This is an optimization exercise on Yosys and OpenROAD, whose aim is small area, not a production implementation.
No activity file was given, so power comes from the tool's default toggle rates.

==> flow/design.v <==
`timescale 1ns/1ps
package game_pkg;
    localparam int ring_slots = 96;    
    localparam int word_bits  = 6;
    localparam int big_slots  = 4;     
endpackage
`timescale 1ns/1ps
`timescale 1ns/1ps
`timescale 1ns/1ps
`timescale 1ns/1ps
`timescale 1ns/1ps
module game_top (
    input  logic        clock,
    input  logic        reset,
    input  logic        keyboard_ready,
    input  logic [2:0]  keyboard_data,
    output logic        key_read_fin,
    input  logic        psel,
    input  logic        penable,
    input  logic        pwrite,
    input  logic [11:0] paddr,
    input  logic [31:0] pwdata,
    output logic [31:0] prdata,
    output logic        pready,
    output logic        pslverr
);
    localparam int N  = game_pkg::ring_slots;
    localparam int WB = game_pkg::word_bits;
    localparam int NB = game_pkg::big_slots;
    localparam logic [2:0] S_IDLE  = 3'd0;
    localparam logic [2:0] S_SPACE = 3'd1;    
    localparam logic [2:0] S_RTGT  = 3'd2;    
    localparam logic [2:0] S_WSRC  = 3'd3;    
    localparam logic [2:0] S_WTGT  = 3'd4;    
    logic [N*WB-1:0] ring;           
    logic [WB-1:0]   head_word;
    logic [WB-1:0]   back_word;      
    logic [3:0]      hh, hv;         
    logic [6:0]      head_idx;
    logic            filling;
    assign head_word = ring[WB-1:0];
    assign head_idx  = {hv, 3'b000} + {2'b00, hv, 1'b0} + {3'b000, hh};
    always_ff @(posedge clock) begin
        ring <= {back_word, ring[N*WB-1:WB]};
    end
    always_ff @(posedge clock) begin
        if (reset) begin
            hh      <= 4'd0;
            hv      <= 4'd0;
            filling <= 1'b1;
        end else begin
            if (hv == 4'd4 && hh == 4'd9) begin    
                hh <= 4'd4;
                hv <= 4'd5;
            end else if (hh == 4'd9) begin
                hh <= 4'd0;
                hv <= (hv == 4'd9) ? 4'd0 : hv + 4'd1;
                if (hv == 4'd9) filling <= 1'b0;
            end else begin
                hh <= hh + 4'd1;
            end
        end
    end
    logic [NB-1:0] b_val;
    logic [6:0]    b_idx [NB];
    logic [NB-1:0] b_hi;             
    logic [NB-1:0] b_match;
    logic [NB-1:0] b_free;           
    logic          b_full;
    logic [1:0]    head_hi;
    logic [6:0]    head_t;
    always_comb begin
        head_hi = 2'b00;
        for (int k = 0; k < NB; k++) begin
            b_match[k] = b_val[k] && (b_idx[k] == head_idx);
            if (b_match[k]) head_hi = {b_hi[k], !b_hi[k]};
        end
        b_full = 1'b1;
        for (int k = 0; k < NB; k++) begin
            b_free[k] = !b_val[k] && b_full;
            b_full    = b_full && b_val[k];
        end
    end
    assign head_t = {head_hi, head_word[4:0]};
    logic [2:0] state;
    logic [3:0] cur_h, cur_v;
    logic       mv;              
    logic       half;            
    logic       player;          
    logic [1:0] dir;             
    logic [6:0] mv_t;            
    logic       accept;
    logic [1:0] dsel;
    logic [3:0] tgt_h, tgt_v;
    logic       on_board;
    logic       at_src, at_tgt;
    logic [6:0] moved;
    logic [6:0] kept;
    assign accept = (state == S_IDLE) && !filling && keyboard_ready && !key_read_fin;
    assign dsel   = (state == S_IDLE) ? keyboard_data[1:0] : dir;
    always_comb begin
        tgt_h    = cur_h;
        tgt_v    = cur_v;
        on_board = 1'b0;
        case (dsel)
            2'd0: begin on_board = (cur_v != 4'd0); tgt_v = cur_v - 4'd1; end
            2'd1: begin on_board = (cur_h != 4'd0); tgt_h = cur_h - 4'd1; end
            2'd2: begin on_board = (cur_v != 4'd9); tgt_v = cur_v + 4'd1; end
            default: begin on_board = (cur_h != 4'd9); tgt_h = cur_h + 4'd1; end
        endcase
    end
    assign at_src = (hh == cur_h) && (hv == cur_v);
    assign at_tgt = (hh == tgt_h) && (hv == tgt_v);
    assign moved  = half ? {1'b0, head_t[6:1]} : head_t - 7'd1;
    assign kept   = half ? head_t - {1'b0, head_t[6:1]} : 7'd1;
    always_comb begin
        back_word = head_word;
        if (filling) begin
            if (hh == 4'd2 && hv == 4'd3)      back_word = {1'b0, 5'h17};    
            else if (hh == 4'd8 && hv == 4'd7) back_word = {1'b1, 5'h19};    
            else                               back_word = '0;
        end else if (state == S_WSRC && at_src) begin
            back_word = {player, kept[4:0]};
        end else if (state == S_WTGT && at_tgt) begin
            back_word = {player, mv_t[4:0]};
        end
    end
    always_ff @(posedge clock) begin
        if (reset) begin
            b_val    <= 4'b0011;
            b_idx[0] <= 7'd32;
            b_hi[0]  <= 1'b1;
            b_idx[1] <= 7'd78;
            b_hi[1]  <= 1'b1;
        end else if (state == S_WSRC && at_src) begin
            for (int k = 0; k < NB; k++) begin
                if (b_match[k]) begin
                    if (kept[6:5] == 2'b00) b_val[k] <= 1'b0;
                    b_hi[k] <= kept[6];
                end
            end
        end else if (state == S_WTGT && at_tgt && mv_t[6:5] != 2'b00) begin
            for (int k = 0; k < NB; k++) begin
                if (b_free[k]) begin
                    b_val[k] <= 1'b1;
                    b_idx[k] <= head_idx;
                    b_hi[k]  <= mv_t[6];
                end
            end
        end
    end
    always_ff @(posedge clock) begin
        if (reset) begin
            state        <= S_IDLE;
            key_read_fin <= 1'b0;
            cur_h        <= 4'd0;
            cur_v        <= 4'd0;
            mv           <= 1'b0;
            half         <= 1'b0;
            player       <= 1'b0;
        end else begin
            key_read_fin <= accept;
            case (state)
                S_IDLE: begin
                    dir <= keyboard_data[1:0];
                    if (accept) begin
                        if (!keyboard_data[2]) begin
                            if (on_board) begin
                                if (!mv) begin
                                    cur_h <= tgt_h;
                                    cur_v <= tgt_v;
                                end else if (!(tgt_v == 4'd5 && tgt_h <= 4'd3)) begin
                                    state <= S_RTGT;    
                                end
                            end
                        end else if (keyboard_data[1:0] == 2'd0) begin    
                            if (mv) begin
                                mv   <= 1'b0;
                                half <= 1'b0;
                            end else if (!(cur_v == 4'd5 && cur_h <= 4'd3)) begin
                                state <= S_SPACE;    
                            end
                        end else if (keyboard_data[1:0] == 2'd1) begin    
                            if (mv) half <= !half;
                        end
                    end
                end
                S_SPACE: begin
                    if (at_src) begin
                        if (head_t[6:1] != 6'd0 && head_word[5] == player) begin
                            mv   <= 1'b1;
                            half <= 1'b0;
                        end
                        state <= S_IDLE;
                    end
                end
                S_RTGT: begin
                    if (at_tgt) state <= (head_t == 7'd0) ? S_WSRC : S_IDLE;
                end
                S_WSRC: begin
                    if (at_src) begin
                        mv_t  <= moved;
                        state <= S_WTGT;
                    end
                end
                default: begin    
                    if (at_tgt) begin
                        state  <= S_IDLE;
                        player <= !player;
                        mv     <= 1'b0;
                        half   <= 1'b0;
                        cur_h  <= player ? 4'd2 : 4'd8;
                        cur_v  <= player ? 4'd3 : 4'd7;
                    end
                end
            endcase
        end
    end
    logic access;
    logic cell_rd, status_rd, err;
    logic mount, city, crown;
    assign access    = psel && penable;
    assign cell_rd   = !pwrite && (paddr < 12'd100);
    assign status_rd = !pwrite && (paddr == 12'h100);
    assign err       = !cell_rd && !status_rd;
    assign mount     = (paddr[6:0] >= 7'd50) && (paddr[6:0] <= 7'd53);
    assign crown     = (paddr[6:0] == 7'd32) || (paddr[6:0] == 7'd78);
    assign city      = (paddr[6:0] == 7'd26) || (paddr[6:0] == 7'd84);
    assign pready  = access && (!cell_rd || (!filling && (mount || paddr[6:0] == head_idx)));
    assign pslverr = access && err;
    always_comb begin
        prdata = '0;
        if (status_rd) begin
            prdata[3:0]   = cur_h;
            prdata[7:4]   = cur_v;
            prdata[9:8]   = {mv, half};
            prdata[12:10] = {1'b0, player, !player};
            prdata[16]    = (state == S_IDLE);
        end else if (mount) begin
            prdata[10:9] = 2'd1;
        end else begin
            prdata[13:11] = (head_t == 7'd0) ? 3'd0 : {1'b0, head_word[5], !head_word[5]};
            prdata[10:9]  = crown ? 2'd2 : city ? 2'd3 : 2'd0;
            prdata[6:0]   = (head_t == 7'd0 && city) ? 7'h43 : head_t;
        end
    end
endmodule
make LEC_CHECK=0 CAP_MARGIN=20 CORE_MARGIN=2 CORE_UTILIZATION=60 CTS_BUF_LIST=sky130_fd_sc_hd__clkbuf_2 CTS_CLUSTER_SIZE=10 SLEW_MARGIN=20 finish   # period 10.0 ns
run.sh (not shown) runs the stock make flow with config.mk's settings and CLKGATE_MAP_FILE= SYNTH_SCRIPT=/design/flow/synth_recipe.tcl, a recipe that flattens the netlist after the stock synthesis.
The baseline completed without violations.
Next try:
Settings changed: CTS_BUF_LIST sky130_fd_sc_hd__clkbuf_2 to sky130_fd_sc_hd__clkbuf_4, CTS_CLUSTER_SIZE 10 to not set.
After rerunning:
- setup slack is better by 220 ps
- wire length is higher by 0.58%
- critical path depth is unchanged
- clock power is higher by 27%
No run of this note included a check of the RTL's function; only the layout flow was run.

[what the ideal ports hide]
Ports are ideal in the flow. The routed layouts listed here were re-timed in OpenROAD. Step 1 (the two cells are an assumption about what drives the block):
set clk [get_ports {clock}]
set_driving_cell -lib_cell sky130_fd_sc_hd__clkbuf_16 $clk
set_driving_cell -lib_cell sky130_fd_sc_hd__buf_2 [delete_from_list [all_inputs] $clk]
Step 2, shift: input delay + t, output delay - t, t = (earliest + latest rising clock arrival at the registers) / 2. This alone moves slack from input paths to output paths. Slacks: ideal ports / drivers / drivers and shift; pairs: ideal ports / drivers.
run | t (ns) | slack for setup (ns) | pins driven straight from the clock port
the first run | 0.958 | 1.319 / 1.277 / 2.234 | 1
the second run | 0.793 | 1.538 / 1.494 / 2.288 | 1
After both steps every run listed still meets setup and hold.
